Source: an optimization exercise on an open RTL-to-GDS flow (aim: small area, a short achievable clock period and few clock cycles per item). Production flows keep margins and buffers that such runs may drop.
Only simulation tests tie the RTL to the original design; equivalence was not proved.
Power figures rest on the tool's default switching activity, not on a simulated workload.

[design/flow/config.mk]
export PLATFORM = sky130hd
export DESIGN_NAME = rgb_to_yuv_encoder
export DESIGN_NICKNAME = rgb_to_yuv_encoder
export VERILOG_FILES = /design/flow/design.v
export SDC_FILE = /design/flow/constraint.sdc
export NUM_CORES = 4
export LEC_CHECK = 0
export CAP_MARGIN = 20
export CORE_MARGIN = 2
export CORE_UTILIZATION = 40
export CTS_CLUSTER_DIAMETER = 150
export CTS_CLUSTER_SIZE = 30
export SLEW_MARGIN = 20
[design/flow/constraint.sdc]
create_clock -name core_clock -period 12.0 [get_ports {CLOCK_50_I}]
set_input_delay 2.4000 -clock core_clock [delete_from_list [all_inputs] [get_ports {CLOCK_50_I}]]
set_output_delay 2.4000 -clock core_clock [all_outputs]
set_load 0.01 [all_outputs]
[design/flow/design.v]
package rgb_to_yuv_encoder_pkg;
  localparam logic [17:0] U_BASE_ADDRESS   = 18'd38400;
  localparam logic [17:0] V_BASE_ADDRESS   = 18'd57600;
  localparam logic [17:0] RGB_BASE_ADDRESS = 18'd146944;
endpackage
module y_calc_tree(input [7:0] r, input [7:0] g, input [7:0] b, output [19:0] ha, output [19:0] hb, output c);
  wire t1 = ~r[6] ^ ~r[4]; wire t2 = ~r[6] & ~r[4];
  wire t3 = ~r[7] ^ ~r[5]; wire t4 = ~r[7] & ~r[5];
  wire t5 = ~r[6] ^ r[4]; wire t6 = ~r[6] & r[4];
  wire t7 = ~r[7] ^ r[5]; wire t8 = ~r[7] & r[5];
  wire t9 = ~r[4] ^ ~r[2] ^ r[0]; wire t10 = (~r[4] & ~r[2]) | (~r[4] & r[0]) | (~r[2] & r[0]);
  wire t11 = ~r[5] ^ ~r[3] ^ r[1]; wire t12 = (~r[5] & ~r[3]) | (~r[5] & r[1]) | (~r[3] & r[1]);
  wire t13 = ~g[4] ^ g[2]; wire t14 = ~g[4] & g[2];
  wire t15 = t1 ^ r[2] ^ ~r[0]; wire t16 = (t1 & r[2]) | (t1 & ~r[0]) | (r[2] & ~r[0]);
  wire t17 = ~g[5] ^ g[3] ^ ~b[6]; wire t18 = (~g[5] & g[3]) | (~g[5] & ~b[6]) | (g[3] & ~b[6]);
  wire t19 = ~b[3] ^ b[1]; wire t20 = ~b[3] & b[1];
  wire t21 = t2 ^ t3 ^ r[3]; wire t22 = (t2 & t3) | (t2 & r[3]) | (t3 & r[3]);
  wire t23 = ~r[1] ^ ~g[6] ^ g[4]; wire t24 = (~r[1] & ~g[6]) | (~r[1] & g[4]) | (~g[6] & g[4]);
  wire t25 = ~b[7] ^ ~b[4] ^ b[2]; wire t26 = (~b[7] & ~b[4]) | (~b[7] & b[2]) | (~b[4] & b[2]);
  wire t27 = t4 ^ t5 ^ ~r[2]; wire t28 = (t4 & t5) | (t4 & ~r[2]) | (t5 & ~r[2]);
  wire t29 = ~g[7] ^ g[5] ^ g[0]; wire t30 = (~g[7] & g[5]) | (~g[7] & g[0]) | (g[5] & g[0]);
  wire t31 = ~b[5] ^ b[3] ^ b[0]; wire t32 = (~b[5] & b[3]) | (~b[5] & b[0]) | (b[3] & b[0]);
  wire t33 = t6 ^ t7 ^ ~r[3]; wire t34 = (t6 & t7) | (t6 & ~r[3]) | (t7 & ~r[3]);
  wire t35 = r[0] ^ g[6] ^ g[1]; wire t36 = (r[0] & g[6]) | (r[0] & g[1]) | (g[6] & g[1]);
  wire t37 = ~b[6] ^ b[4] ^ b[1]; wire t38 = (~b[6] & b[4]) | (~b[6] & b[1]) | (b[4] & b[1]);
  wire t39 = t8 ^ r[6] ^ ~r[4]; wire t40 = (t8 & r[6]) | (t8 & ~r[4]) | (r[6] & ~r[4]);
  wire t41 = r[1] ^ g[7] ^ g[2]; wire t42 = (r[1] & g[7]) | (r[1] & g[2]) | (g[7] & g[2]);
  wire t43 = ~b[7] ^ b[5] ^ b[2]; wire t44 = (~b[7] & b[5]) | (~b[7] & b[2]) | (b[5] & b[2]);
  wire t45 = r[7] ^ ~r[5] ^ r[2]; wire t46 = (r[7] & ~r[5]) | (r[7] & r[2]) | (~r[5] & r[2]);
  wire t47 = g[3] ^ b[6] ^ b[3]; wire t48 = (g[3] & b[6]) | (g[3] & b[3]) | (b[6] & b[3]);
  wire t49 = ~b[0] ^ 1'b1; wire t50 = ~b[0] & 1'b1;
  wire t51 = ~r[6] ^ r[3] ^ g[4]; wire t52 = (~r[6] & r[3]) | (~r[6] & g[4]) | (r[3] & g[4]);
  wire t53 = b[7] ^ b[4] ^ ~b[1]; wire t54 = (b[7] & b[4]) | (b[7] & ~b[1]) | (b[4] & ~b[1]);
  wire t55 = ~r[7] ^ r[4] ^ g[5]; wire t56 = (~r[7] & r[4]) | (~r[7] & g[5]) | (r[4] & g[5]);
  wire t57 = b[5] ^ ~b[2]; wire t58 = b[5] & ~b[2];
  wire t59 = r[5] ^ r[0] ^ g[6]; wire t60 = (r[5] & r[0]) | (r[5] & g[6]) | (r[0] & g[6]);
  wire t61 = r[6] ^ r[1] ^ g[7]; wire t62 = (r[6] & r[1]) | (r[6] & g[7]) | (r[1] & g[7]);
  wire t63 = ~r[3] ^ ~r[1] ^ ~g[2]; wire t64 = (~r[3] & ~r[1]) | (~r[3] & ~g[2]) | (~r[1] & ~g[2]);
  wire t65 = t9 ^ ~g[3] ^ g[1]; wire t66 = (t9 & ~g[3]) | (t9 & g[1]) | (~g[3] & g[1]);
  wire t67 = ~b[4] ^ ~b[1]; wire t68 = ~b[4] & ~b[1];
  wire t69 = t10 ^ t11 ^ t13; wire t70 = (t10 & t11) | (t10 & t13) | (t11 & t13);
  wire t71 = ~b[5] ^ ~b[2] ^ b[0]; wire t72 = (~b[5] & ~b[2]) | (~b[5] & b[0]) | (~b[2] & b[0]);
  wire t73 = t12 ^ t14 ^ t15; wire t74 = (t12 & t14) | (t12 & t15) | (t14 & t15);
  wire t75 = t17 ^ t19 ^ 1'b1; wire t76 = (t17 & t19) | (t17 & 1'b1) | (t19 & 1'b1);
  wire t77 = t16 ^ t18 ^ t20; wire t78 = (t16 & t18) | (t16 & t20) | (t18 & t20);
  wire t79 = t21 ^ t23 ^ t25; wire t80 = (t21 & t23) | (t21 & t25) | (t23 & t25);
  wire t81 = t22 ^ t24 ^ t26; wire t82 = (t22 & t24) | (t22 & t26) | (t24 & t26);
  wire t83 = t27 ^ t29 ^ t31; wire t84 = (t27 & t29) | (t27 & t31) | (t29 & t31);
  wire t85 = t28 ^ t30 ^ t32; wire t86 = (t28 & t30) | (t28 & t32) | (t30 & t32);
  wire t87 = t33 ^ t35 ^ t37; wire t88 = (t33 & t35) | (t33 & t37) | (t35 & t37);
  wire t89 = t34 ^ t36 ^ t38; wire t90 = (t34 & t36) | (t34 & t38) | (t36 & t38);
  wire t91 = t39 ^ t41 ^ t43; wire t92 = (t39 & t41) | (t39 & t43) | (t41 & t43);
  wire t93 = t40 ^ t42 ^ t44; wire t94 = (t40 & t42) | (t40 & t44) | (t42 & t44);
  wire t95 = t45 ^ t47 ^ t49; wire t96 = (t45 & t47) | (t45 & t49) | (t47 & t49);
  wire t97 = t46 ^ t48 ^ t50; wire t98 = (t46 & t48) | (t46 & t50) | (t48 & t50);
  wire t99 = t51 ^ t53 ^ 1'b1; wire t100 = (t51 & t53) | (t51 & 1'b1) | (t53 & 1'b1);
  wire t101 = t52 ^ t54 ^ t55; wire t102 = (t52 & t54) | (t52 & t55) | (t54 & t55);
  wire t103 = t57 ^ b[0] ^ 1'b1; wire t104 = (t57 & b[0]) | (t57 & 1'b1) | (b[0] & 1'b1);
  wire t105 = t56 ^ t58 ^ t59; wire t106 = (t56 & t58) | (t56 & t59) | (t58 & t59);
  wire t107 = b[6] ^ ~b[3] ^ b[1]; wire t108 = (b[6] & ~b[3]) | (b[6] & b[1]) | (~b[3] & b[1]);
  wire t109 = t60 ^ t61 ^ g[0]; wire t110 = (t60 & t61) | (t60 & g[0]) | (t61 & g[0]);
  wire t111 = b[7] ^ ~b[4] ^ b[2]; wire t112 = (b[7] & ~b[4]) | (b[7] & b[2]) | (~b[4] & b[2]);
  wire t113 = t62 ^ r[7] ^ r[2]; wire t114 = (t62 & r[7]) | (t62 & r[2]) | (r[7] & r[2]);
  wire t115 = g[1] ^ ~b[5] ^ b[3]; wire t116 = (g[1] & ~b[5]) | (g[1] & b[3]) | (~b[5] & b[3]);
  wire t117 = r[3] ^ g[2] ^ ~b[6]; wire t118 = (r[3] & g[2]) | (r[3] & ~b[6]) | (g[2] & ~b[6]);
  wire t119 = r[4] ^ g[3]; wire t120 = r[4] & g[3];
  wire t121 = r[5] ^ g[4]; wire t122 = r[5] & g[4];
  wire t123 = ~r[2] ^ ~r[0]; wire t124 = ~r[2] & ~r[0];
  wire t125 = t63 ^ g[0] ^ ~b[3]; wire t126 = (t63 & g[0]) | (t63 & ~b[3]) | (g[0] & ~b[3]);
  wire t127 = t64 ^ t65 ^ t67; wire t128 = (t64 & t65) | (t64 & t67) | (t65 & t67);
  wire t129 = t66 ^ t68 ^ t69; wire t130 = (t66 & t68) | (t66 & t69) | (t68 & t69);
  wire t131 = t70 ^ t72 ^ t73; wire t132 = (t70 & t72) | (t70 & t73) | (t72 & t73);
  wire t133 = t74 ^ t76 ^ t77; wire t134 = (t74 & t76) | (t74 & t77) | (t76 & t77);
  wire t135 = t78 ^ t80 ^ t81; wire t136 = (t78 & t80) | (t78 & t81) | (t80 & t81);
  wire t137 = t82 ^ t84 ^ t85; wire t138 = (t82 & t84) | (t82 & t85) | (t84 & t85);
  wire t139 = t86 ^ t88 ^ t89; wire t140 = (t86 & t88) | (t86 & t89) | (t88 & t89);
  wire t141 = t90 ^ t92 ^ t93; wire t142 = (t90 & t92) | (t90 & t93) | (t92 & t93);
  wire t143 = t94 ^ t96 ^ t97; wire t144 = (t94 & t96) | (t94 & t97) | (t96 & t97);
  wire t145 = t98 ^ t100 ^ t101; wire t146 = (t98 & t100) | (t98 & t101) | (t100 & t101);
  wire t147 = t102 ^ t104 ^ t105; wire t148 = (t102 & t104) | (t102 & t105) | (t104 & t105);
  wire t149 = t106 ^ t108 ^ t109; wire t150 = (t106 & t108) | (t106 & t109) | (t108 & t109);
  wire t151 = t110 ^ t112 ^ t113; wire t152 = (t110 & t112) | (t110 & t113) | (t112 & t113);
  wire t153 = t114 ^ t116 ^ t117; wire t154 = (t114 & t116) | (t114 & t117) | (t116 & t117);
  wire t155 = t118 ^ t119 ^ ~b[7]; wire t156 = (t118 & t119) | (t118 & ~b[7]) | (t119 & ~b[7]);
  wire t157 = t120 ^ t121 ^ b[6]; wire t158 = (t120 & t121) | (t120 & b[6]) | (t121 & b[6]);
  wire t159 = t122 ^ r[6] ^ g[5]; wire t160 = (t122 & r[6]) | (t122 & g[5]) | (r[6] & g[5]);
  wire t161 = ~r[1] ^ ~g[0]; wire t162 = ~r[1] & ~g[0];
  wire t163 = t123 ^ ~g[1] ^ ~b[2]; wire t164 = (t123 & ~g[1]) | (t123 & ~b[2]) | (~g[1] & ~b[2]);
  wire t165 = t124 ^ t125 ^ ~b[0]; wire t166 = (t124 & t125) | (t124 & ~b[0]) | (t125 & ~b[0]);
  wire t167 = t126 ^ t127 ^ 1'b1; wire t168 = (t126 & t127) | (t126 & 1'b1) | (t127 & 1'b1);
  wire t169 = t128 ^ t129 ^ t71; wire t170 = (t128 & t129) | (t128 & t71) | (t129 & t71);
  wire t171 = t130 ^ t131 ^ t75; wire t172 = (t130 & t131) | (t130 & t75) | (t131 & t75);
  wire t173 = t132 ^ t133 ^ t79; wire t174 = (t132 & t133) | (t132 & t79) | (t133 & t79);
  wire t175 = t134 ^ t135 ^ t83; wire t176 = (t134 & t135) | (t134 & t83) | (t135 & t83);
  wire t177 = t136 ^ t137 ^ t87; wire t178 = (t136 & t137) | (t136 & t87) | (t137 & t87);
  wire t179 = t138 ^ t139 ^ t91; wire t180 = (t138 & t139) | (t138 & t91) | (t139 & t91);
  wire t181 = t140 ^ t141 ^ t95; wire t182 = (t140 & t141) | (t140 & t95) | (t141 & t95);
  wire t183 = t142 ^ t143 ^ t99; wire t184 = (t142 & t143) | (t142 & t99) | (t143 & t99);
  wire t185 = t144 ^ t145 ^ t103; wire t186 = (t144 & t145) | (t144 & t103) | (t145 & t103);
  wire t187 = t146 ^ t147 ^ t107; wire t188 = (t146 & t147) | (t146 & t107) | (t147 & t107);
  wire t189 = t148 ^ t149 ^ t111; wire t190 = (t148 & t149) | (t148 & t111) | (t149 & t111);
  wire t191 = t150 ^ t151 ^ t115; wire t192 = (t150 & t151) | (t150 & t115) | (t151 & t115);
  wire t193 = t152 ^ t153 ^ b[4]; wire t194 = (t152 & t153) | (t152 & b[4]) | (t153 & b[4]);
  wire t195 = t154 ^ t155 ^ b[5]; wire t196 = (t154 & t155) | (t154 & b[5]) | (t155 & b[5]);
  wire t197 = t156 ^ t157 ^ 1'b1; wire t198 = (t156 & t157) | (t156 & 1'b1) | (t157 & 1'b1);
  wire t199 = t158 ^ t159 ^ b[7]; wire t200 = (t158 & t159) | (t158 & b[7]) | (t159 & b[7]);
  wire t201 = t160 ^ r[7] ^ g[6]; wire t202 = (t160 & r[7]) | (t160 & g[6]) | (r[7] & g[6]);
  wire [23:0] ra = {1'b0, t202, t200, t198, t196, t194, t192, t190, t188, t186, t184, t182, t180, t178, t176, t174, t172, t170, t168, t166, t164, t162, t161, ~r[0]};
  wire [23:0] rb = {1'b0, g[7], t201, t199, t197, t195, t193, t191, t189, t187, t185, t183, t181, t179, t177, t175, t173, t171, t169, t167, t165, t163, ~b[1], ~b[0]};
  wire [4:0] low = {1'b0, ra[3:0]} + {1'b0, rb[3:0]};
  assign c = low[4];
  assign ha = ra[23:4];
  assign hb = rb[23:4];
endmodule
module y_calc_add(input [19:0] ha, input [19:0] hb, input c, output [7:0] o);
  wire [19:0] sum = ha + hb + {19'd0, c};
  assign o = sum[19:12];
endmodule
module uv_calc_tree(input [9:0] x, input [9:0] y, input [9:0] w, input m, output [16:0] ha, output [16:0] hb, output c);
  wire t1 = x[4] ^ ~x[0]; wire t2 = x[4] & ~x[0];
  wire t3 = x[5] ^ ~x[1] ^ y[3]; wire t4 = (x[5] & ~x[1]) | (x[5] & y[3]) | (~x[1] & y[3]);
  wire t5 = x[6] ^ ~x[2] ^ x[0]; wire t6 = (x[6] & ~x[2]) | (x[6] & x[0]) | (~x[2] & x[0]);
  wire t7 = y[4] ^ ~w[7]; wire t8 = y[4] & ~w[7];
  wire t9 = x[7] ^ ~x[3] ^ x[1]; wire t10 = (x[7] & ~x[3]) | (x[7] & x[1]) | (~x[3] & x[1]);
  wire t11 = y[5] ^ ~w[8]; wire t12 = y[5] & ~w[8];
  wire t13 = x[8] ^ ~x[4] ^ x[2]; wire t14 = (x[8] & ~x[4]) | (x[8] & x[2]) | (~x[4] & x[2]);
  wire t15 = y[6] ^ w[9] ^ ~w[7]; wire t16 = (y[6] & w[9]) | (y[6] & ~w[7]) | (w[9] & ~w[7]);
  wire t17 = ~w[4] ^ w[0]; wire t18 = ~w[4] & w[0];
  wire t19 = ~x[9] ^ ~x[5] ^ x[3]; wire t20 = (~x[9] & ~x[5]) | (~x[9] & x[3]) | (~x[5] & x[3]);
  wire t21 = y[7] ^ ~y[0] ^ ~w[8]; wire t22 = (y[7] & ~y[0]) | (y[7] & ~w[8]) | (~y[0] & ~w[8]);
  wire t23 = ~w[5] ^ w[1] ^ ~m; wire t24 = (~w[5] & w[1]) | (~w[5] & ~m) | (w[1] & ~m);
  wire t25 = ~x[6] ^ x[4] ^ y[8]; wire t26 = (~x[6] & x[4]) | (~x[6] & y[8]) | (x[4] & y[8]);
  wire t27 = ~y[1] ^ w[9] ^ ~w[6]; wire t28 = (~y[1] & w[9]) | (~y[1] & ~w[6]) | (w[9] & ~w[6]);
  wire t29 = w[2] ^ w[0]; wire t30 = w[2] & w[0];
  wire t31 = ~x[7] ^ x[5] ^ ~x[0]; wire t32 = (~x[7] & x[5]) | (~x[7] & ~x[0]) | (x[5] & ~x[0]);
  wire t33 = ~y[9] ^ ~y[2] ^ ~w[7]; wire t34 = (~y[9] & ~y[2]) | (~y[9] & ~w[7]) | (~y[2] & ~w[7]);
  wire t35 = w[3] ^ w[1] ^ ~m; wire t36 = (w[3] & w[1]) | (w[3] & ~m) | (w[1] & ~m);
  wire t37 = ~x[8] ^ x[6] ^ ~x[1]; wire t38 = (~x[8] & x[6]) | (~x[8] & ~x[1]) | (x[6] & ~x[1]);
  wire t39 = ~y[3] ^ y[0] ^ ~w[8]; wire t40 = (~y[3] & y[0]) | (~y[3] & ~w[8]) | (y[0] & ~w[8]);
  wire t41 = w[4] ^ w[2] ^ ~m; wire t42 = (w[4] & w[2]) | (w[4] & ~m) | (w[2] & ~m);
  wire t43 = x[9] ^ x[7] ^ ~x[2]; wire t44 = (x[9] & x[7]) | (x[9] & ~x[2]) | (x[7] & ~x[2]);
  wire t45 = ~y[4] ^ y[1] ^ w[9]; wire t46 = (~y[4] & y[1]) | (~y[4] & w[9]) | (y[1] & w[9]);
  wire t47 = w[5] ^ w[3] ^ ~m; wire t48 = (w[5] & w[3]) | (w[5] & ~m) | (w[3] & ~m);
  wire t49 = x[8] ^ ~x[3] ^ x[0]; wire t50 = (x[8] & ~x[3]) | (x[8] & x[0]) | (~x[3] & x[0]);
  wire t51 = ~y[5] ^ y[2] ^ w[6]; wire t52 = (~y[5] & y[2]) | (~y[5] & w[6]) | (y[2] & w[6]);
  wire t53 = ~x[9] ^ ~x[4] ^ x[1]; wire t54 = (~x[9] & ~x[4]) | (~x[9] & x[1]) | (~x[4] & x[1]);
  wire t55 = ~y[6] ^ y[3] ^ w[7]; wire t56 = (~y[6] & y[3]) | (~y[6] & w[7]) | (y[3] & w[7]);
  wire t57 = ~x[5] ^ x[2] ^ ~y[7]; wire t58 = (~x[5] & x[2]) | (~x[5] & ~y[7]) | (x[2] & ~y[7]);
  wire t59 = y[4] ^ w[8]; wire t60 = y[4] & w[8];
  wire t61 = ~x[6] ^ x[3] ^ ~y[8]; wire t62 = (~x[6] & x[3]) | (~x[6] & ~y[8]) | (x[3] & ~y[8]);
  wire t63 = y[5] ^ ~w[9]; wire t64 = y[5] & ~w[9];
  wire t65 = ~x[7] ^ x[4]; wire t66 = ~x[7] & x[4];
  wire t67 = x[2] ^ y[0]; wire t68 = x[2] & y[0];
  wire t69 = x[3] ^ y[1]; wire t70 = x[3] & y[1];
  wire t71 = t1 ^ y[2] ^ ~w[5]; wire t72 = (t1 & y[2]) | (t1 & ~w[5]) | (y[2] & ~w[5]);
  wire t73 = ~w[3] ^ ~w[0]; wire t74 = ~w[3] & ~w[0];
  wire t75 = t2 ^ t3 ^ ~w[6]; wire t76 = (t2 & t3) | (t2 & ~w[6]) | (t3 & ~w[6]);
  wire t77 = ~w[4] ^ ~w[1] ^ ~m; wire t78 = (~w[4] & ~w[1]) | (~w[4] & ~m) | (~w[1] & ~m);
  wire t79 = t4 ^ t5 ^ t7; wire t80 = (t4 & t5) | (t4 & t7) | (t5 & t7);
  wire t81 = ~w[5] ^ ~w[2] ^ m; wire t82 = (~w[5] & ~w[2]) | (~w[5] & m) | (~w[2] & m);
  wire t83 = t6 ^ t8 ^ t9; wire t84 = (t6 & t8) | (t6 & t9) | (t8 & t9);
  wire t85 = t11 ^ ~w[6] ^ ~w[3]; wire t86 = (t11 & ~w[6]) | (t11 & ~w[3]) | (~w[6] & ~w[3]);
  wire t87 = t10 ^ t12 ^ t13; wire t88 = (t10 & t12) | (t10 & t13) | (t12 & t13);
  wire t89 = t15 ^ t17 ^ 1'b1; wire t90 = (t15 & t17) | (t15 & 1'b1) | (t17 & 1'b1);
  wire t91 = t14 ^ t16 ^ t18; wire t92 = (t14 & t16) | (t14 & t18) | (t16 & t18);
  wire t93 = t19 ^ t21 ^ t23; wire t94 = (t19 & t21) | (t19 & t23) | (t21 & t23);
  wire t95 = t20 ^ t22 ^ t24; wire t96 = (t20 & t22) | (t20 & t24) | (t22 & t24);
  wire t97 = t25 ^ t27 ^ t29; wire t98 = (t25 & t27) | (t25 & t29) | (t27 & t29);
  wire t99 = t26 ^ t28 ^ t30; wire t100 = (t26 & t28) | (t26 & t30) | (t28 & t30);
  wire t101 = t31 ^ t33 ^ t35; wire t102 = (t31 & t33) | (t31 & t35) | (t33 & t35);
  wire t103 = t32 ^ t34 ^ t36; wire t104 = (t32 & t34) | (t32 & t36) | (t34 & t36);
  wire t105 = t37 ^ t39 ^ t41; wire t106 = (t37 & t39) | (t37 & t41) | (t39 & t41);
  wire t107 = t38 ^ t40 ^ t42; wire t108 = (t38 & t40) | (t38 & t42) | (t40 & t42);
  wire t109 = t43 ^ t45 ^ t47; wire t110 = (t43 & t45) | (t43 & t47) | (t45 & t47);
  wire t111 = t44 ^ t46 ^ t48; wire t112 = (t44 & t46) | (t44 & t48) | (t46 & t48);
  wire t113 = t49 ^ t51 ^ w[4]; wire t114 = (t49 & t51) | (t49 & w[4]) | (t51 & w[4]);
  wire t115 = t50 ^ t52 ^ t53; wire t116 = (t50 & t52) | (t50 & t53) | (t52 & t53);
  wire t117 = t55 ^ w[5] ^ ~m; wire t118 = (t55 & w[5]) | (t55 & ~m) | (w[5] & ~m);
  wire t119 = t54 ^ t56 ^ t57; wire t120 = (t54 & t56) | (t54 & t57) | (t56 & t57);
  wire t121 = t59 ^ w[6] ^ ~m; wire t122 = (t59 & w[6]) | (t59 & ~m) | (w[6] & ~m);
  wire t123 = t58 ^ t60 ^ t61; wire t124 = (t58 & t60) | (t58 & t61) | (t60 & t61);
  wire t125 = t63 ^ w[7] ^ m; wire t126 = (t63 & w[7]) | (t63 & m) | (w[7] & m);
  wire t127 = t62 ^ t64 ^ t65; wire t128 = (t62 & t64) | (t62 & t65) | (t64 & t65);
  wire t129 = y[9] ^ y[6] ^ w[8]; wire t130 = (y[9] & y[6]) | (y[9] & w[8]) | (y[6] & w[8]);
  wire t131 = t66 ^ ~x[8] ^ x[5]; wire t132 = (t66 & ~x[8]) | (t66 & x[5]) | (~x[8] & x[5]);
  wire t133 = y[7] ^ ~w[9]; wire t134 = y[7] & ~w[9];
  wire t135 = x[9] ^ x[6]; wire t136 = x[9] & x[6];
  wire t137 = x[1] ^ ~w[2]; wire t138 = x[1] & ~w[2];
  wire t139 = t67 ^ ~w[3] ^ ~w[1]; wire t140 = (t67 & ~w[3]) | (t67 & ~w[1]) | (~w[3] & ~w[1]);
  wire t141 = t68 ^ t69 ^ ~w[4]; wire t142 = (t68 & t69) | (t68 & ~w[4]) | (t69 & ~w[4]);
  wire t143 = t70 ^ t71 ^ t73; wire t144 = (t70 & t71) | (t70 & t73) | (t71 & t73);
  wire t145 = t72 ^ t74 ^ t75; wire t146 = (t72 & t74) | (t72 & t75) | (t74 & t75);
  wire t147 = t76 ^ t78 ^ t79; wire t148 = (t76 & t78) | (t76 & t79) | (t78 & t79);
  wire t149 = t80 ^ t82 ^ t83; wire t150 = (t80 & t82) | (t80 & t83) | (t82 & t83);
  wire t151 = t84 ^ t86 ^ t87; wire t152 = (t84 & t86) | (t84 & t87) | (t86 & t87);
  wire t153 = t88 ^ t90 ^ t91; wire t154 = (t88 & t90) | (t88 & t91) | (t90 & t91);
  wire t155 = t92 ^ t94 ^ t95; wire t156 = (t92 & t94) | (t92 & t95) | (t94 & t95);
  wire t157 = t96 ^ t98 ^ t99; wire t158 = (t96 & t98) | (t96 & t99) | (t98 & t99);
  wire t159 = t100 ^ t102 ^ t103; wire t160 = (t100 & t102) | (t100 & t103) | (t102 & t103);
  wire t161 = t104 ^ t106 ^ t107; wire t162 = (t104 & t106) | (t104 & t107) | (t106 & t107);
  wire t163 = t108 ^ t110 ^ t111; wire t164 = (t108 & t110) | (t108 & t111) | (t110 & t111);
  wire t165 = t112 ^ t114 ^ t115; wire t166 = (t112 & t114) | (t112 & t115) | (t114 & t115);
  wire t167 = t116 ^ t118 ^ t119; wire t168 = (t116 & t118) | (t116 & t119) | (t118 & t119);
  wire t169 = t120 ^ t122 ^ t123; wire t170 = (t120 & t122) | (t120 & t123) | (t122 & t123);
  wire t171 = t124 ^ t126 ^ t127; wire t172 = (t124 & t126) | (t124 & t127) | (t126 & t127);
  wire t173 = t128 ^ t130 ^ t131; wire t174 = (t128 & t130) | (t128 & t131) | (t130 & t131);
  wire t175 = t132 ^ t134 ^ t135; wire t176 = (t132 & t134) | (t132 & t135) | (t134 & t135);
  wire t177 = t136 ^ x[7]; wire t178 = t136 & x[7];
  wire t179 = x[0] ^ ~w[1]; wire t180 = x[0] & ~w[1];
  wire t181 = t137 ^ ~w[0] ^ 1'b1; wire t182 = (t137 & ~w[0]) | (t137 & 1'b1) | (~w[0] & 1'b1);
  wire t183 = t138 ^ t139 ^ m; wire t184 = (t138 & t139) | (t138 & m) | (t139 & m);
  wire t185 = t140 ^ t141 ^ ~w[2]; wire t186 = (t140 & t141) | (t140 & ~w[2]) | (t141 & ~w[2]);
  wire t187 = t142 ^ t143 ^ m; wire t188 = (t142 & t143) | (t142 & m) | (t143 & m);
  wire t189 = t144 ^ t145 ^ t77; wire t190 = (t144 & t145) | (t144 & t77) | (t145 & t77);
  wire t191 = t146 ^ t147 ^ t81; wire t192 = (t146 & t147) | (t146 & t81) | (t147 & t81);
  wire t193 = t148 ^ t149 ^ t85; wire t194 = (t148 & t149) | (t148 & t85) | (t149 & t85);
  wire t195 = t150 ^ t151 ^ t89; wire t196 = (t150 & t151) | (t150 & t89) | (t151 & t89);
  wire t197 = t152 ^ t153 ^ t93; wire t198 = (t152 & t153) | (t152 & t93) | (t153 & t93);
  wire t199 = t154 ^ t155 ^ t97; wire t200 = (t154 & t155) | (t154 & t97) | (t155 & t97);
  wire t201 = t156 ^ t157 ^ t101; wire t202 = (t156 & t157) | (t156 & t101) | (t157 & t101);
  wire t203 = t158 ^ t159 ^ t105; wire t204 = (t158 & t159) | (t158 & t105) | (t159 & t105);
  wire t205 = t160 ^ t161 ^ t109; wire t206 = (t160 & t161) | (t160 & t109) | (t161 & t109);
  wire t207 = t162 ^ t163 ^ t113; wire t208 = (t162 & t163) | (t162 & t113) | (t163 & t113);
  wire t209 = t164 ^ t165 ^ t117; wire t210 = (t164 & t165) | (t164 & t117) | (t165 & t117);
  wire t211 = t166 ^ t167 ^ t121; wire t212 = (t166 & t167) | (t166 & t121) | (t167 & t121);
  wire t213 = t168 ^ t169 ^ t125; wire t214 = (t168 & t169) | (t168 & t125) | (t169 & t125);
  wire t215 = t170 ^ t171 ^ t129; wire t216 = (t170 & t171) | (t170 & t129) | (t171 & t129);
  wire t217 = t172 ^ t173 ^ t133; wire t218 = (t172 & t173) | (t172 & t133) | (t173 & t133);
  wire t219 = t174 ^ t175 ^ y[8]; wire t220 = (t174 & t175) | (t174 & y[8]) | (t175 & y[8]);
  wire t221 = t176 ^ t177 ^ ~y[9]; wire t222 = (t176 & t177) | (t176 & ~y[9]) | (t177 & ~y[9]);
  wire t223 = t178 ^ x[8] ^ 1'b1; wire t224 = (t178 & x[8]) | (t178 & 1'b1) | (x[8] & 1'b1);
  wire t225 = ~x[9] ^ 1'b1; wire t226 = ~x[9] & 1'b1;
  wire [24:0] ra = {t224, t222, t220, t218, t216, t214, t212, t210, t208, t206, t204, t202, t200, t198, t196, t194, t192, t190, t188, t186, t184, t182, t180, t179, ~w[0]};
  wire [24:0] rb = {t225, t223, t221, t219, t217, t215, t213, t211, t209, t207, t205, t203, t201, t199, t197, t195, t193, t191, t189, t187, t185, t183, t181, m, 1'b1};
  wire [8:0] low = {1'b0, ra[7:0]} + {1'b0, rb[7:0]};
  assign c = low[8];
  assign ha = ra[24:8];
  assign hb = rb[24:8];
endmodule
module uv_calc_add(input [16:0] ha, input [16:0] hb, input c, output [7:0] o);
  wire [16:0] sum = ha + hb + {16'd0, c};
  assign o = sum[16:9];
endmodule
import rgb_to_yuv_encoder_pkg::*;
module rgb_to_yuv_encoder
#(
  parameter int NUM_GROUPS = 19200
) (
  input  logic        CLOCK_50_I,
  input  logic        reset,
  input  logic        enable,
  input  logic [15:0] SRAM_read_data,
  output logic [17:0] SRAM_address,
  output logic [15:0] SRAM_write_data,
  output logic        SRAM_we_n,
  output logic        done
);
  localparam logic [14:0] LAST_GROUP = 15'(NUM_GROUPS - 1);
  logic        run_q;         
  logic        done_q;
  logic        we_n_q;
  logic        wr_ok_q;       
  logic [3:0]  slot_q;
  logic [17:0] rp_q;          
  logic [14:0] wg_q;          
  logic [17:0] addr_q;
  logic [15:0] din_q, d1_q, d2_q;     
  logic        first_q;               
  logic [19:0] ya_q, yb_q;            
  logic        yc_q;
  logic        swap_q;                
  logic [9:0]  cx_q, cy_q;            
  logic        cm_q;                  
  logic [16:0] ua_q, ub_q;            
  logic        uc_q;
  logic [7:0]  hu_q, hv_q;            
  logic [15:0] wd_q;                  
  logic [7:0]  pr, pg, pb;
  logic [19:0] ya, yb;
  logic        yc;
  logic [7:0]  y_new;
  assign pr = first_q ? d1_q[15:8]  : d1_q[7:0];
  assign pg = first_q ? d1_q[7:0]   : din_q[15:8];
  assign pb = first_q ? din_q[15:8] : din_q[7:0];
  y_calc_tree u_yt (.r(pr), .g(pg), .b(pb), .ha(ya), .hb(yb), .c(yc));
  y_calc_add  u_ya (.ha(ya_q), .hb(yb_q), .c(yc_q), .o(y_new));
  logic [8:0]  rs, gs, bs;
  logic [9:0]  f1, f2;
  logic [16:0] ua, ub;
  logic        uc;
  logic [7:0]  uv_new;
  assign rs = {1'b0, d2_q[15:8]} + {1'b0, d1_q[7:0]};
  assign gs = {1'b0, d2_q[7:0]}  + {1'b0, din_q[15:8]};
  assign bs = {1'b0, d1_q[15:8]} + {1'b0, din_q[7:0]};
  assign f1 = {1'b0, bs} - {1'b0, gs};
  assign f2 = {1'b0, gs} - {1'b0, rs};
  uv_calc_tree u_uvt (.x(cx_q), .y(cy_q), .w(cy_q ^ {10{cm_q}}), .m(cm_q), .ha(ua), .hb(ub), .c(uc));
  uv_calc_add  u_uva (.ha(ua_q), .hb(ub_q), .c(uc_q), .o(uv_new));
  logic [17:0] u_addr, v_addr;
  logic        rd_next;       
  logic        last_write;
  assign u_addr = U_BASE_ADDRESS + {3'd0, wg_q};
  assign v_addr = V_BASE_ADDRESS + {3'd0, wg_q};
  assign rd_next = (slot_q == 4'd9) || (slot_q == 4'd0) || (slot_q == 4'd1) ||
                   (slot_q == 4'd5) || (slot_q == 4'd6) || (slot_q == 4'd7);
  assign last_write = (slot_q == 4'd5) && (wg_q == LAST_GROUP);
  always_ff @(posedge CLOCK_50_I) begin
    din_q <= SRAM_read_data;
    d1_q  <= din_q;
    d2_q  <= d1_q;
    first_q <= (slot_q == 4'd3) || (slot_q == 4'd9);
    ya_q    <= ya;
    yb_q    <= yb;
    yc_q    <= yc;
    swap_q <= (slot_q == 4'd5) || (slot_q == 4'd1);
    if (swap_q) begin
      cx_q <= ~cy_q; cy_q <= ~cx_q; cm_q <= 1'b1;
    end else begin
      cx_q <= f1;    cy_q <= f2;    cm_q <= 1'b0;
    end
    ua_q <= ua;
    ub_q <= ub;
    uc_q <= uc;
    if (slot_q == 4'd7) hu_q <= uv_new;
    if (slot_q == 4'd8) hv_q <= uv_new;
    case (slot_q)
      4'd5, 4'd1: wd_q[15:8] <= y_new;
      4'd3:       wd_q[15:8] <= hu_q;
      4'd4:       wd_q[15:8] <= hv_q;
      default: ;
    endcase
    case (slot_q)
      4'd6, 4'd2: wd_q[7:0] <= y_new;
      4'd3, 4'd4: wd_q[7:0] <= uv_new;
      default: ;
    endcase
    if (run_q) begin
      slot_q  <= (slot_q == 4'd9) ? 4'd0 : slot_q + 4'd1;
      wr_ok_q <= wr_ok_q | (slot_q == 4'd9);
      wg_q    <= wg_q + {14'd0, slot_q == 4'd5};
      rp_q    <= rp_q + {17'd0, rd_next};
      case (slot_q)
        4'd8:    addr_q <= {2'd0, wg_q, 1'b0};
        4'd2:    addr_q <= {2'd0, wg_q, 1'b1};
        4'd3:    addr_q <= u_addr;
        4'd4:    addr_q <= v_addr;
        default: addr_q <= rp_q;
      endcase
    end else begin
      slot_q  <= 4'd0;
      wr_ok_q <= 1'b0;
      wg_q    <= '1;
      rp_q    <= RGB_BASE_ADDRESS + 18'd1;
      addr_q  <= RGB_BASE_ADDRESS;
    end
    if (reset) begin
      run_q  <= 1'b0;
      done_q <= 1'b0;
      we_n_q <= 1'b1;
    end else if (!run_q) begin
      we_n_q <= 1'b1;
      if (done_q) done_q <= enable;
      else        run_q  <= enable;
    end else begin
      case (slot_q)
        4'd8:             we_n_q <= 1'b0;
        4'd2, 4'd3, 4'd4: we_n_q <= ~wr_ok_q;
        default:          we_n_q <= 1'b1;
      endcase
      if (last_write) begin
        run_q  <= 1'b0;
        done_q <= 1'b1;
      end
    end
  end
  assign SRAM_address    = addr_q;
  assign SRAM_write_data = wd_q;
  assign SRAM_we_n       = we_n_q;
  assign done            = done_q;
endmodule
[design/flow/flow/run.sh]
#!/bin/bash
# The standard layout (standard synthesis, floorplan, placement, CTS, routing) with the
# resizer's setup-repair target tightened: repair_timing aims for this much positive slack
# against the unchanged 12 ns constraint, so it sizes and buffers the critical paths.
# The SDC, clock period, I/O delays and every other setting stay the standard flow's.
set -uo pipefail
bash standard.sh SETUP_SLACK_MARGIN=8.6 finish > standard.log 2>&1
[design/flow/standard.sh]
#!/bin/bash
# synth_recipe.tcl (not shown) runs the flow's synth.tcl, then flattens the netlist and writes it again
# the make line also repeats each setting of config.mk as NAME=value (left out here)
make -C /OpenROAD-flow-scripts/flow DESIGN_CONFIG=/design/flow/config.mk WORK_HOME=/design/flow/orfs CLKGATE_MAP_FILE= SYNTH_SCRIPT=/design/flow/synth_recipe.tcl "${@:-finish}"
==> results of run 1 <==
-- worst reg2reg max path, stage by stage (launching register included) --
cell	delay [ns]
dfxtp_4	0.41
buf_12	0.18
buf_12	0.13
mux2i_2	0.51
fa_1	0.54
fa_1	0.43
fa_1	0.52
inv_1	0.05
fa_1	0.45
-- logic make-up after synthesis --
family,count (synthesis),synth area share [%]
compound gates,243,10.5
xor+xnor,72,4.10
fa+ha+maj,305,33.8
buf+inv,359,8.80
flops,236,32.8
mux,35,2.32
simple gates,241,7.79
-- area by class of cell --
cell class,count,area share [%]
Inverter,323,7.07
Timing Repair Buffer,81,3.74
Clock buffer,15,1.68
Tap cell,511,3.70
Multi-Input combinational cell,896,54.2
Clock inverter,1,0.174
Sequential cell,236,29.4
-- layer usage --
metal	track usage, %	vias up
li1	-	4916
met1	23.1	4993
met2	30.0	180
met3	1.97	30
met4	3.57	0
met5	0	-
-- stage by stage --
step / instance area (sq um) / instances / util (%) / setup WS, ns
floorplan: 15500 / 1491 / - / 8.61
CTS: 16900 / 2052 / 44.9 / 8.48
global route: 17300 / 2063 / 45.7 / 8.45
global placement: 16500 / 2028 / 43.8 / 8.37
detailed placement: 16500 / 2028 / 43.8 / 8.30
finish: 17300 / 2063 / 45.7 / 8.49
-- placed cells by master, fill, tap and decap left out, drive strengths merged, types with 9 or more instances in the layout --
cell	n
a21boi	11
a21o	14
a21oi	66
a22oi	19
a31oi	9
and2	14
and3	10
buf	63
clkbuf	15
clkdlybuf4s50	18
dfxtp	204
edfxtp	32
fa	184
ha	121
inv	321
mux2i	29
nand2	76
nand3	30
nor2	38
nor2b	10
nor3	17
o21a	15
o21ai	41
o31ai	9
or3	9
xnor2	39
xor2	33
-- power by group through the flow --
| stage | logic, W | registers [W] | clock network, W |
|---|---|---|---|
| after global placement | 0.00336 | 0.00130 | 0 |
| after detailed placement | 0.00345 | 0.00131 | 0 |
| after floorplan | 0.00253 | 0.00124 | 0 |
| after global routing | 0.00420 | 0.00132 | 0.000485 |
| final | 0.00346 | 0.00130 | 0.000444 |
| after CTS | 0.00348 | 0.00129 | 0.000463 |
-- state kept, by name, indices dropped and copies added (netlist names), 17 cells and up --
signal  cells
ya_q       19
yb_q       19
addr_q     18
ub_q       17
ua_q       17
rp_q       18
-- worst min-delay path by stage --
stage,start,to,slack (ns),depth (start not counted)
final,din_q[5],d1_q[5],0.36,0
after floorplan,din_q[5],d1_q[5],0.33,0
after CTS,din_q[5],d1_q[5],0.36,0
after global routing,din_q[5],d1_q[5],0.36,0
after detailed placement,din_q[5],d1_q[5],0.34,0
after global placement,din_q[5],d1_q[5],0.34,0
-- repair_timing --
action | CTS | global route
pin swaps | 9 | 14
gates cloned | 1 | 0
gates resized for setup | 187 | 49
endpoints found under the setup margin | 69 | 49
setup buffers | 7 | 11
==> summary.txt, run 1 <==
status finished clean; Final nets 1,873; reg2reg setup slack 8.66 ns; wire length on met1 15.8 mm; crit-path max cell delay roughly 0.47 ns; Die ar. around 40,000 sq um; sequential-to-total area share from yosys stat around 33%; unique cell type count in the Yosys netlist 69; I/O Buffers 54; Setup crit start wd_q[7]; final period utilization about 29%; Starting Density 40.8%; Synth Instances 1,491; crit-path cells buf_6; hold_ws between 0.3 and 0.4 ns; ys async rst share 0%; Via density around 5; WP depth 1; clock sinks about 240; worst setup path end SRAM_write_data[7]; DP HPWL 27.0 mm; first-pass GRT wire length 55.8 mm; yosys warns 1; Worst Path Max Fanout 1; CP max stage cell edfxtp_1; Sw Share between 40 and 50%; Clock power frac 8.5%; setup TNS 0 ns; Die Y 200 um; fin. max-slew vios 0; FF-to-FF Start first_q; Synth top area share 26.5%; Yosys reg bits between 200 and 250; Synth Net Count approximately 1,800; Synth area leader dfxtp_1; clock skew 0.0188 ns; startpoint types flop; largest net degree at the start of global routing between 60 and 70; vias in the first global route 10,700; Slew headroom between 50% and 60%; Worst Reg-to-Reg Cells 8; Worst-Skew Late Latency approximately 0.5 ns; most common cell in the netlist inv_1; met3 wire len 1.15 mm; Detail Route Antenna Nets 0; Fillers 3,558; DRT iter0 DRCs 547; P_int around 0.0028 W; EDFF count, synth 32; core box area between 30,000 and 40,000 sq um; Register Area just over 5000 sq um; Multi-input gate area roughly 9400 sq um; gpl congestion a little over 0.9; Power Total about 0.0052 W; num rows slightly above 70; share of layout cells above drive strength 1 10.2%; Slew @ Worst Pin 0.743 ns; H-Tree Depth 1; ant diodes 0; IO Pins between 50 and 60; Mapped Area 15,400 sq um; fmax approximately 0.29 GHz; Sequential Power Share around a quarter; clock-pin slew on the worst setup and hold paths 0.12 ns; total CTS buffers 11; DR WL/cell 16.5 um; Routed WL about 34 mm; WS Path Type flop to primary output; Hold Fails Final Rpt 0; CTS Hold Bufs 0; syn avg cell area 10.3 sq um; CTS tree done; GRT Residual Overflow 0; # setup viols final 0; Max clock buf depth 3; P_leak about 7.8 nW; via count between 10,000 and 15,000; Buf/Inv on CP 1; RSZ-0062 raised after global routing yes; Area growth, synth to finish 12.1%; ys flop type dfxtp_1; drt pass-1 iters 4; CP endpoint kind primary output; most common library cells after synthesis 323 x inv_1, 204 x dfxtp_1, 184 x fa_1, 121 x ha_1, 76 x nand2_1; DR top layer met4; DRC errors left 0; clock root buffer clkbuf_16; worst r2r dst yb_q[5]; Total GRT Usage approximately 17%; worst path required time approximately 9.6 ns; VDD IR max between 0.1 and 0.15 mV; Worst EP arrival about 1.1 ns; maximum capacitance violations 0; die boundary width 200 um; pwr dens about 300 nW/um^2; delay-heaviest family, CP flip-flops; top post-synthesis cells by area dfxtp_1 27%, fa_1 24%, ha_1 9.8%; Gate power share approximately two thirds; WL met2 16.6 mm; Switch Pwr 0.00243 W; worst min-delay path class flop to flop; crit path time final approximately 3.5 ns; antenna violations before repair 0
Testbench counts, summed over its fixed seeds: cycles 1,536,068, frames 8.
==> run 2, diff against run 1 <==
--- a/design/flow/config.mk
+++ b/design/flow/config.mk
@@ -9,5 +9,5 @@
 export CORE_MARGIN = 2
-export CORE_UTILIZATION = 40
-export CTS_CLUSTER_DIAMETER = 150
-export CTS_CLUSTER_SIZE = 30
+export CORE_UTILIZATION = 65
+export CTS_CLUSTER_DIAMETER = 120
+export CTS_CLUSTER_SIZE = 24
 export SLEW_MARGIN = 20
==> summary.txt, run 2 <==
clock sinks 236 (unchanged); CP max stage cell edfxtp_1; crit-path cells buf_2; pre-CTS setup slack 8.28 ns (-0.0212 ns); Detail Route Antenna Nets 0 (unchanged); most common library cells after synthesis 323 x inv_1, 204 x dfxtp_1, 184 x fa_1, 121 x ha_1, 76 x nand2_1; Largest regs ya_q x19, yb_q x19; IO Pins 55 (unchanged); Layout Cells excl Fill 1,892 (-8.3%); GRT Residual Overflow 0 (unchanged); Starting Density 66.0% (+25 points); H-Tree Depth 1 (unchanged); RSZ-0062 raised after global routing yes; FF-to-FF Start first_q; Mapped Area 15,400 sq um (unchanged); reg2reg setup slack 8.51 ns (-0.15 ns); Final nets 1,895 (+1.2%); VDD IR max 0.475 mV (+260%); first-pass GRT wire length 56.0 mm (+0.32%); core box area 23,300 sq um (-38%); Area growth, synth to finish 12.6%; ys async rst share 0% (unchanged); status finished clean; sequential-to-total area share from yosys stat 32.8% (unchanged); EDFF count, synth 32 (unchanged); Slew @ Worst Pin 0.903 ns (+0.161 ns); I/O Buffers 54 (unchanged); die boundary width 158 um (-21%); Synth top area share 26.5% (unchanged); gpl congestion 0.956 (+5.6%); commonest cells after routing, fill and taps aside 313 x inv_1, 191 x dfxtp_1, 177 x fa_1; fmax 0.286 GHz (+0.38%); CTS tree done; CP endpoint kind primary output; DRC errors left 0 (unchanged); Slew headroom 39.6% (-11 points); pwr dens 312 nW/um^2 (+3.3%); drt pass-1 iters 5 (+1); largest net degree at the start of global routing 62 (unchanged); Util after Layout 74.3% (+29 points); Buf/Inv on CP 1 (unchanged); Via density 5.53 (+13%); clock-pin slew on the worst setup and hold paths 0.10 ns (-0.02 ns); worst setup path end SRAM_write_data[4]; Max clock buf depth 3 (unchanged); WP depth 1 (unchanged); crit-path max cell delay 0.45 ns (-0.02 ns); # setup viols final 0 (unchanged); most common library cell in the layout ignoring fill and taps inv_1; WS Path Type flop to primary output; delay-heaviest family, CP flip-flops; Worst Reg-to-Reg Cells 12 (+4); final period utilization 29.1% (-0.11 points); antenna violations before repair 0 (unchanged); worst path required time 9.60 ns (about the same); top post-synthesis cells by area dfxtp_1 27%, fa_1 24%, ha_1 9.8%; startpoint types flop; Worst EP arrival 1.09 ns (-0.02 ns); maximum capacitance violations 0 (unchanged); Routed WL 35.3 mm (+3.8%); setup TNS 0 ns (unchanged); Worst-Skew Late Latency 0.48 ns (about the same); Synth area leader dfxtp_1; share of layout cells above drive strength 1 12.3% (+2.1 points); yosys warns 1 (unchanged); DR WL/cell 18.7 um (+13%); vias in the first global route 10,600 (-0.40%); ys flop type dfxtp_1; Synth Net Count 1,815 (unchanged); Setup crit start wd_q[4]; total CTS buffers 13 (+2); clock skew 0.0214 ns (+0.00255 ns); fin. max-slew vios 0 (unchanged); placed insts 1,835 (-9.5%); DP HPWL 27.2 mm (+0.55%); Synth Instances 1,491 (unchanged); num rows 56 (-21%); worst min-delay path class flop to flop; Worst Path Max Fanout 1 (unchanged); Yosys reg bits 236 (unchanged); Die ar. 24,900 sq um (-38%); P_leak 7.97 nW (+1.7%); clock root buffer clkbuf_16; PnR worst setup slack 8.51 ns (+0.0134 ns); most common cell in the netlist inv_1; Die Y 158 um (-21%); ant diodes 0 (unchanged); unique cell type count in the Yosys netlist 69 (unchanged); syn avg cell area 10.3 sq um (unchanged); crit path time final 3.49 ns (-0.0134 ns); Hold Fails Final Rpt 0 (unchanged); DRT iter0 DRCs 815 (+49%); worst r2r dst yb_q[2]; via count 10,500 (+3.4%); Total GRT Usage 29.0% (+12 points); Fillers 1,656 (-53%)
run 2: power by group:
group / internal [W] / switching [W]
Combinational: 0.00153 / 0.00210
Clock: 0.000221 / 0.000252
Sequential: 0.00114 / 0.000162
run 2: metal layers:
metal  wire length (um)  GRT usage, %  share of wire (%)
met1              16000          42.3                 45
met2              16700          47.2                 47
met3               1860          2.90                5.3
met4                812          6.97                2.3
met5                  0             0                  0
run 2: metrics by stage:
| step | area, sq um | hold WS [ns] | total power (W) |
|---|---|---|---|
| final | 17300 | 0.395 | 0.00540 |
| after global routing | 17300 | 0.396 | 0.00615 |
| after CTS | 16700 | 0.387 | 0.00531 |
| after detailed placement | 16300 | 0.369 | 0.00482 |
| after global placement | 16300 | 0.364 | 0.00465 |
| after floorplan | 15500 | 0.331 | 0.00378 |
run 2: worst min path at each step:
stage / start / end / cells after the start
final: din_q[5] / d1_q[5] / 0
after global routing: din_q[5] / d1_q[5] / 0
after CTS: d1_q[5] / d2_q[5] / 0
after detailed placement: d1_q[5] / d2_q[5] / 0
after global placement: d1_q[5] / d2_q[5] / 0
after floorplan: din_q[5] / d1_q[5] / 0
run 2: cells by family (layout without fill, tap and decap cells):
kind of cell	Yosys count	count (layout)	share of synthesized area, %
compound gates	243	243	10.5
xor+xnor	72	72	4.10
fa+ha+maj	305	305	33.8
buf+inv	359	441	8.80
flops	236	236	32.8
mux	35	35	2.32
simple gates	241	241	7.79
run 2: timing repair:
| item | CTS | global route |
|---|---|---|
| endpoints found under the setup margin | 69 | 48 |
| setup buffers | 5 | 33 |
| gates cloned | 1 | 1 |
| hold buffers | 0 | 0 |
| gates resized for setup | 183 | 70 |
| pin swaps | 2 | 19 |
run 2: final cells by class:
cell class / instances / area (sq um) / share of cell area, %
Clock buffer: 16 / 337 / 1.94
Clock inverter: 1 / 30.0 / 0.173
Inverter: 323 / 1220 / 7.04
Multi-Input combinational cell: 896 / 9450 / 54.5
Sequential cell: 236 / 5080 / 29.3
Tap cell: 319 / 399 / 2.30
Timing Repair Buffer: 101 / 816 / 4.71
==> run 3, diff against run 2 <==
--- a/design/flow/flow/run.sh
+++ b/design/flow/flow/run.sh
@@ -6,2 +6,2 @@
 set -uo pipefail
-bash standard.sh SETUP_SLACK_MARGIN=8.6 finish > standard.log 2>&1
+bash standard.sh SETUP_SLACK_MARGIN=8.5 finish > standard.log 2>&1
--- a/design/flow/config.mk
+++ b/design/flow/config.mk
@@ -9,3 +9,3 @@
 export CORE_MARGIN = 2
-export CORE_UTILIZATION = 65
+export CORE_UTILIZATION = 40
 export CTS_CLUSTER_DIAMETER = 120
==> summary.txt, run 3 <==
CTS tree done; maximum capacitance violations 0 (unchanged); status finished clean; syn avg cell area 10.3 sq um (unchanged); worst min-delay path class flop to flop; most common library cells after synthesis 323 x inv_1, 204 x dfxtp_1, 184 x fa_1, 121 x ha_1, 76 x nand2_1; via count 10,100 (-3.8%); final period utilization 29.0% (-0.070 points); pwr dens 301 nW/um^2 (-3.4%); PnR worst setup slack 8.52 ns (+0.00845 ns); IO Pins 55 (unchanged); most common cell in the netlist inv_1; I/O Buffers 54 (unchanged); core box area 37,800 sq um (+62%); Die ar. 40,100 sq um (+61%); ant diodes 0 (unchanged); Routed WL 33.2 mm (-6.1%); largest net degree at the start of global routing 62 (unchanged); share of layout cells above drive strength 1 6.92% (-5.3 points); Synth Net Count 1,815 (unchanged); commonest cells after routing, fill and taps aside 322 x inv_1, 196 x dfxtp_1, 183 x fa_1; ys flop type dfxtp_1; fin. max-slew vios 0 (unchanged); most common library cell in the layout ignoring fill and taps inv_1; Layout Cells excl Fill 2,057 (+8.7%); Synth top area share 26.5% (unchanged); gpl congestion 0.897 (-6.1%); crit-path cells buf_2; drt pass-1 iters 7 (+2); Die Y 200 um (+27%); placed insts 2,029 (+11%); worst path required time 9.60 ns (about the same); vias in the first global route 10,500 (-1.4%); clock root buffer clkbuf_16; Final nets 1,866 (-1.5%); Sw Share 46.1% (-0.47 points); Slew @ Worst Pin 0.917 ns (+0.0142 ns); Max clock buf depth 3 (unchanged); antenna violations before repair 0 (unchanged); clock skew 0.0136 ns (-0.00781 ns); Largest regs ya_q x19, yb_q x19; Area growth, synth to finish 11.2%; Slew headroom 38.7% (-0.95 points); setup TNS 0 ns (unchanged); Sequential Power Share 25.0% (+1.0 points); Via density 4.89 (-12%); CTS Hold Bufs 0 (unchanged); ys async rst share 0% (unchanged); crit path time final 3.48 ns (-0.00845 ns); # setup viols final 0 (unchanged); WS Path Type flop to primary output; DRC errors left 0 (unchanged); delay-heaviest family, CP flip-flops; DRT iter0 DRCs 560 (-31%); CP max stage cell edfxtp_1; WL met2 16.4 mm (-2.1%); clock-pin slew on the worst setup and hold paths 0.10 ns (about the same); Yosys reg bits 236 (unchanged); placed cell areas 16,500 sq um (+1.4%); H-Tree Depth 1 (unchanged); pre-CTS setup slack 8.22 ns (-0.0538 ns); Switch Pwr 0.00237 W (-5.6%); GRT Residual Overflow 0 (unchanged); yosys warns 1 (unchanged); post-route cell area 17,100 sq um (-1.2%); hold_ws 0.367 ns (-0.0282 ns); DR top layer met4; VDD IR max 0.160 mV (-66%); DP HPWL 26.7 mm (-1.7%); Starting Density 40.8% (-25 points); Gate power share 65.8% (-1.4 points); EDFF count, synth 32 (unchanged); Hold Fails Final Rpt 0 (unchanged); sequential-to-total area share from yosys stat 32.8% (unchanged); unique cell type count in the Yosys netlist 69 (unchanged); wire length on met1 15.1 mm (-5.5%); Synth Instances 1,491 (unchanged); Detail Route Antenna Nets 0 (unchanged); top post-synthesis cells by area dfxtp_1 27%, fa_1 24%, ha_1 9.8%; CP endpoint kind primary output; first-pass GRT wire length 54.7 mm (-2.3%); Worst-Skew Late Latency 0.48 ns (about the same); clock sinks 236 (unchanged); fmax 0.287 GHz (+0.24%); Mapped Area 15,400 sq um (unchanged); met3 wire len 1.10 mm (-41%); num rows 71 (+27%); Worst Path Max Fanout 1 (unchanged); RSZ-0062 raised after global routing yes; crit-path max cell delay 0.44 ns (about the same); total CTS buffers 13 (unchanged); Clock power frac 9.3% (+0.5 points); Synth area leader dfxtp_1; DR WL/cell 16.1 um (-14%); die boundary width 200 um (+27%); Worst EP arrival 1.08 ns (about the same); Total GRT Usage 16.9% (-12 points); Buf/Inv on CP 1 (unchanged); P_int 0.00278 W (-3.8%); P_leak 7.81 nW (-1.9%); startpoint types flop
-- run 3: final timing paths --
| check | from | endpoint | slack (ns) | depth (start not counted) |
|---|---|---|---|---|
| hold reg to reg | din_q[5] | d1_q[5] | 0.37 | 0 |
| setup reg to reg | first_q | yb_q[5] | 8.59 | 7 |
| hold / removal | din_q[5] | d1_q[5] | 0.37 | 0 |
| setup / recovery | wd_q[1] | SRAM_write_data[1] | 8.52 | 1 |
-- run 3: final cells by class --
type / instances / area (sq um)
Clock buffer: 18 / 344
Clock inverter: 1 / 30.0
Fill cell: 3575 / 20600
Inverter: 323 / 1210
Multi-Input combinational cell: 896 / 9220
Sequential cell: 236 / 5060
Tap cell: 511 / 639
Timing Repair Buffer: 72 / 621
-- run 3: cells by family after synthesis --
| family | count (synthesis) | share of synthesized area (%) |
|---|---|---|
| xor gates and xnor gates | 72 | 4.10 |
| adders and majority gates | 305 | 33.8 |
| DFF | 236 | 32.8 |
| buffers and inverters | 359 | 8.80 |
| muxes | 35 | 2.32 |
| AOI/OAI and AO/OA | 243 | 10.5 |
| and+or+nand+nor | 241 | 7.79 |
-- run 3: power groups by stage --
stage          Clock (W)  Sequential, W  Combinational (W)
2_1_floorplan          0        0.00124            0.00253
3_3_place_gp           0        0.00130            0.00334
3_5_place_dp           0        0.00130            0.00343
4_1_cts         0.000499        0.00128            0.00344
5_1_grt         0.000524        0.00131            0.00410
6_report        0.000478        0.00129            0.00339
-- run 3: worst register-to-register path, stage by stage, from the launching register on --
cell	delay (ns)
dfxtp_2	0.40
buf_12	0.19
mux2i_1	0.69
fa_1	0.57
fa_1	0.44
fa_1	0.52
inv_1	0.05
fa_1	0.44
-- run 3: timing repair --
item	in CTS	in global routing
setup endpoints to repair	65	44
setup buffers	4	4
pin swaps	2	9
cloned	0	1
gates resized for setup	101	46
-- run 3: metrics by stage --
stage / total power (W) / util [%]
after floorplan: 0.00377 / -
after global placement: 0.00464 / 43.7
after detailed placement: 0.00473 / 43.7
after CTS: 0.00523 / 44.8
after global routing: 0.00594 / 45.3
final: 0.00515 / 45.3
-- run 3: metal layers --
layer / global-route usage, % / vias to the layer above
met3: 1.74 / 44
met1: 22.1 / 4926
met4: 3.84 / 0
li1: - / 4901
met2: 30.0 / 191
met5: 0 / -
==> run 4, diff against run 3 <==
--- a/design/flow/config.mk
+++ b/design/flow/config.mk
@@ -12,2 +12,3 @@
 export CTS_CLUSTER_SIZE = 24
+export PLACE_DENSITY = 0.75
 export SLEW_MARGIN = 20
==> summary.txt, run 4 <==
Worst EP arrival 1.10 ns (+0.02 ns); Synth Instances 1,491 (unchanged); yosys warns 1 (unchanged); ys async rst share 0% (unchanged); ant diodes 0 (unchanged); RSZ-0062 raised after global routing yes; worst path required time 9.60 ns (about the same); maximum capacitance violations 0 (unchanged); die boundary width 200 um (unchanged); CP max stage cell edfxtp_1; DP HPWL 26.5 mm (-0.66%); clock sinks 236 (unchanged); startpoint types flop; fmax 0.285 GHz (-0.56%); delay-heaviest family, CP flip-flops; Worst Path Max Fanout 1 (unchanged); Yosys reg bits 236 (unchanged); GRT Residual Overflow 0 (unchanged); syn avg cell area 10.3 sq um (unchanged); Buf/Inv on CP 1 (unchanged); Max clock buf depth 3 (unchanged); most common cell in the netlist inv_1; Final nets 1,875 (+0.48%); Synth Net Count 1,815 (unchanged); DR WL/cell 16.3 um (+1.3%); Gate power share 66.9% (+1.1 points); Power Total 0.00524 W (+1.7%); via count 10,300 (+2.3%); crit-path cells buf_2; vias in the first global route 10,600 (+1.7%); Die ar. 40,100 sq um (unchanged); Switch Pwr 0.00244 W (+2.9%); Worst-Skew Late Latency 0.48 ns (about the same); Total GRT Usage 16.7% (-0.19 points); worst min-delay path class flop to flop; # setup viols final 0 (unchanged); Util after Layout 45.6% (+0.29 points); status finished clean; Detail Route Antenna Nets 0 (unchanged); largest net degree at the start of global routing 62 (unchanged); Mapped Area 15,400 sq um (unchanged); pwr dens 304 nW/um^2 (+1.0%); commonest cells after routing, fill and taps aside 319 x inv_1, 196 x dfxtp_1, 182 x fa_1; clock-pin slew on the worst setup and hold paths 0.10 ns (about the same); ys flop type dfxtp_1; sequential-to-total area share from yosys stat 32.8% (unchanged); Clock power frac 8.6% (-0.7 points); Area growth, synth to finish 11.9%; Routed WL 33.7 mm (+1.6%); final period utilization 29.2% (+0.16 points); most common library cell in the layout ignoring fill and taps inv_1; Fillers 3,469 (-3.0%); crit-path max cell delay 0.45 ns (about the same); fin. max-slew vios 0 (unchanged); Sequential Power Share 24.6% (-0.4 points); Via density 4.99 (+2.0%); share of layout cells above drive strength 1 8.05% (+1.1 points); first-pass GRT wire length 54.7 mm (about the same); P_int 0.00279 W (+0.58%); clock skew 0.0211 ns (+0.00754 ns); Starting Density 40.8% (unchanged); top post-synthesis cells by area dfxtp_1 27%, fa_1 24%, ha_1 9.8%; Synth area leader dfxtp_1; CP endpoint kind primary output; crit path time final 3.50 ns (+0.0195 ns); Synth top area share 26.5% (unchanged); setup TNS 0 ns (unchanged); P_leak 7.85 nW (+0.51%); WS Path Type flop to primary output; drt pass-1 iters 5 (-2); IO Pins 55 (unchanged); clock root buffer clkbuf_16; DRT iter0 DRCs 579 (+3.4%); Sw Share 46.7% (+0.57 points); num rows 71 (unchanged); unique cell type count in the Yosys netlist 69 (unchanged); EDFF count, synth 32 (unchanged); Die Y 200 um (unchanged); H-Tree Depth 1 (unchanged); Slew headroom 45.6% (+6.9 points); total CTS buffers 13 (unchanged); DRC errors left 0 (unchanged); Hold Fails Final Rpt 0 (unchanged); gpl congestion 0.955 (+6.4%); antenna violations before repair 0 (unchanged); CTS tree done; VDD IR max 0.164 mV (+2.2%); Slew @ Worst Pin 0.815 ns (-0.103 ns); core box area 37,800 sq um (unchanged); I/O Buffers 54 (unchanged); most common library cells after synthesis 323 x inv_1, 204 x dfxtp_1, 184 x fa_1, 121 x ha_1, 76 x nand2_1; Largest regs ya_q x19, yb_q x19
run 4: final cells by class:
cell class	count	area [sq um]	area share [%]
inverter	323	1210	7.04
clock buffer	16	337	1.95
tap	511	639	3.71
multi-input combinational	896	9290	53.9
timing repair buffer	81	681	3.95
sequential	236	5060	29.4
clock inverter	1	5.00	0.0291
run 4: power by group through the flow:
stage	combinational [W]	clock, W	sequential [W]
after global placement	0.00329	0	0.00130
final	0.00350	0.000449	0.00129
after detailed placement	0.00347	0	0.00130
after CTS	0.00350	0.000464	0.00128
after global routing	0.00413	0.000488	0.00131
after floorplan	0.00253	0	0.00124
run 4: repair_timing:
item                       4_1_cts  5_1_grt
cloned                           0        1
pin swaps                        3       13
hold buffers                     0        0
gates resized for setup        112       43
setup buffers                    4       11
setup endpoints to repair       65       41
run 4: kinds of logic after synthesis:
group	synth area share (%)
muxes	2.32
xor gates and xnor gates	4.10
and+or+nand+nor	7.79
AOI/OAI and AO/OA	10.5
buffers and inverters	8.80
adders and majority gates	33.8
DFF	32.8
run 4: worst paths after layout:
path	slack, ns	depth (start not counted)	endpoint	start
max	8.50	1	SRAM_write_data[15]	wd_q[15]
min	0.38	0	d1_q[5]	din_q[5]
max reg2reg	8.61	9	yb_q[10]	first_q
min reg2reg	0.38	0	d1_q[5]	din_q[5]
run 4: metrics by stage:
step / std cells / setup slack (ns) / hold slack (ns) / cell area, sq um
2_1_floorplan: 1491 / 8.47 / 0.331 / 15400
3_3_place_gp: 2030 / 8.32 / 0.355 / 16500
3_5_place_dp: 2030 / 8.14 / 0.367 / 16500
4_1_cts: 2051 / 8.48 / 0.383 / 17000
5_1_grt: 2064 / 8.47 / 0.387 / 17200
6_report: 2064 / 8.50 / 0.380 / 17200
run 4: layer usage:
metal	part of all wire, %	routed length, um	global-route usage (%)
met5	0	0	0
met4	2.0	682	3.76
met3	4.4	1490	2.31
met2	49	16600	29.7
met1	44	15000	21.5
==> run 5, diff against run 4 <==
--- a/design/flow/config.mk
+++ b/design/flow/config.mk
@@ -7,2 +7,3 @@
 export LEC_CHECK = 0
+export ABC_CLOCK_PERIOD_IN_PS = 3000
 export CAP_MARGIN = 20
@@ -12,3 +13,2 @@
 export CTS_CLUSTER_SIZE = 24
-export PLACE_DENSITY = 0.75
 export SLEW_MARGIN = 20
==> summary.txt, run 5 <==
Detail Route Antenna Nets 0 (unchanged); Synth area leader dfxtp_1; EDFF count, synth 32 (unchanged); core box area 37,800 sq um (unchanged); die boundary width 200 um (unchanged); Worst-Skew Late Latency 0.48 ns (about the same); Setup crit start wd_q[1]; Starting Density 40.8% (unchanged); P_leak 7.81 nW (-0.51%); # setup viols final 0 (unchanged); Synth Net Count 1,815 (unchanged); most common cell in the netlist inv_1; pre-CTS setup slack 8.22 ns (+0.0802 ns); worst path required time 9.60 ns (about the same); fmax 0.287 GHz (+0.56%); hold_sp din_q[5]; DRC errors left 0 (unchanged); CTS Hold Bufs 0 (unchanged); clock root buffer clkbuf_16; CTS tree done; Post-Synth Adder-Cell Area 33.8% (unchanged); worst min-delay path class flop to flop; Yosys reg bits 236 (unchanged); setup TNS 0 ns (unchanged); top post-synthesis cells by area dfxtp_1 27%, fa_1 24%, ha_1 9.8%; VDD IR max 0.160 mV (-2.1%); most common library cells after synthesis 323 x inv_1, 204 x dfxtp_1, 184 x fa_1, 121 x ha_1, 76 x nand2_1; Total GRT Usage 16.9% (+0.19 points); fin. max-slew vios 0 (unchanged); Area growth, synth to finish 11.2%; status finished clean; unique cell type count in the Yosys netlist 69 (unchanged); Synth Instances 1,491 (unchanged); maximum capacitance violations 0 (unchanged); share of layout cells above drive strength 1 6.92% (-1.1 points); largest net degree at the start of global routing 62 (unchanged); delay-heaviest family, CP flip-flops; startpoint types flop; Mapped Area 15,400 sq um (unchanged); yosys warns 1 (unchanged); crit-path cells buf_2; Worst EP arrival 1.08 ns (-0.02 ns); most common library cell in the layout ignoring fill and taps inv_1; WS Path Type flop to primary output; mux share of post-synthesis cell area 2.32% (unchanged); Synth Area in XOR/XNOR 4.10% (unchanged); DR WL/cell 16.1 um (-1.3%); clock skew 0.0136 ns (-0.00754 ns); DP HPWL 26.7 mm (+0.66%); GRT Residual Overflow 0 (unchanged); Synth Area in Compound Gates 10.5% (unchanged); ant diodes 0 (unchanged); final period utilization 29.0% (-0.16 points); Largest regs ya_q x19, yb_q x19; Slew @ Worst Pin 0.917 ns (+0.103 ns); CP max stage cell edfxtp_1; Max clock buf depth 3 (unchanged); drt pass-1 iters 7 (+2); Synth top area share 26.5% (unchanged); Buf/Inv on CP 1 (unchanged); pwr dens 301 nW/um^2 (-1.0%); num rows 71 (unchanged); crit path time final 3.48 ns (-0.0195 ns); clock sinks 236 (unchanged); H-Tree Depth 1 (unchanged); DRT iter0 DRCs 560 (-3.3%); RSZ-0062 raised after global routing yes; gpl congestion 0.897 (-6.0%); vias in the first global route 10,500 (-1.7%); commonest cells after routing, fill and taps aside 322 x inv_1, 196 x dfxtp_1, 183 x fa_1; CP endpoint kind primary output
[run 5: routing by layer]
layer	up-vias	share of wire (%)	GRT usage [%]
met1	4926	45	22.1
met2	191	49	30.0
met3	44	3.3	1.74
li1	4901	-	-
met4	0	2.0	3.84
met5	-	0	0
[run 5: final cells by class]
class | count | area [sq um] | share of cell area [%]
well taps | 511 | 639 | 3.73
clock inverters | 1 | 30.0 | 0.175
inverters | 323 | 1210 | 7.08
flip-flops and latches | 236 | 5060 | 29.5
multi-input cells | 896 | 9220 | 53.8
clock buffers | 18 | 344 | 2.01
repair buffers | 72 | 621 | 3.63
[run 5: cells by family after synthesis]
| group | count (synthesis) |
|---|---|
| flops | 236 |
| simple gates | 241 |
| mux | 35 |
| compound gates | 243 |
| buf+inv | 359 |
| xor+xnor | 72 |
| fa+ha+maj | 305 |
[run 5: report_power, final]
group | leakage [nW] | internal (W) | switching, W | total, W
Clock | 0.180 | 0.000224 | 0.000254 | 0.000478
Sequential | 1.99 | 0.00113 | 0.000153 | 0.00129
Combinational | 5.64 | 0.00142 | 0.00197 | 0.00339
Total | 7.81 | 0.00278 | 0.00237 | 0.00515
[run 5: repair_timing]
action,CTS,global route
endpoints found under the setup margin,65,44
cloned,0,1
pin swaps,2,9
endpoints found under the hold margin,0,0
setup buffers,4,4
resized for setup,101,46
[run 5: metrics by stage]
stage | hold slack (ns) | cell area [sq um] | instances | total power [W] | util [%]
floorplan | 0.331 | 15400 | 1491 | 0.00377 | -
global placement | 0.338 | 16500 | 2029 | 0.00464 | 43.7
detailed placement | 0.350 | 16500 | 2029 | 0.00473 | 43.7
CTS | 0.364 | 16900 | 2052 | 0.00523 | 44.8
global route | 0.376 | 17100 | 2057 | 0.00594 | 45.3
finish | 0.367 | 17100 | 2057 | 0.00515 | 45.3
[run 5: worst paths after layout]
check,end,slack [ns],cells after the start
worst max-delay path,SRAM_write_data[1],8.52,1
worst min-delay path,d1_q[5],0.37,0
worst max register to register,yb_q[5],8.59,7
worst min register to register,d1_q[5],0.37,0
[run 5: worst reg2reg max path, stage by stage (launching register included)]
cell	delay, ns
dfxtp_2	0.40
buf_12	0.19
mux2i_1	0.69
fa_1	0.57
fa_1	0.44
fa_1	0.52
inv_1	0.05
fa_1	0.44

Re-timed with assumed drivers on the ports (clkbuf_16 on the clock, buf_2 on other inputs), run 5 has 8.466 ns of setup slack against 8.516 ns with ideal ports, and 8.507 ns once port delays also move by the mid clock arrival of 0.520 ns.
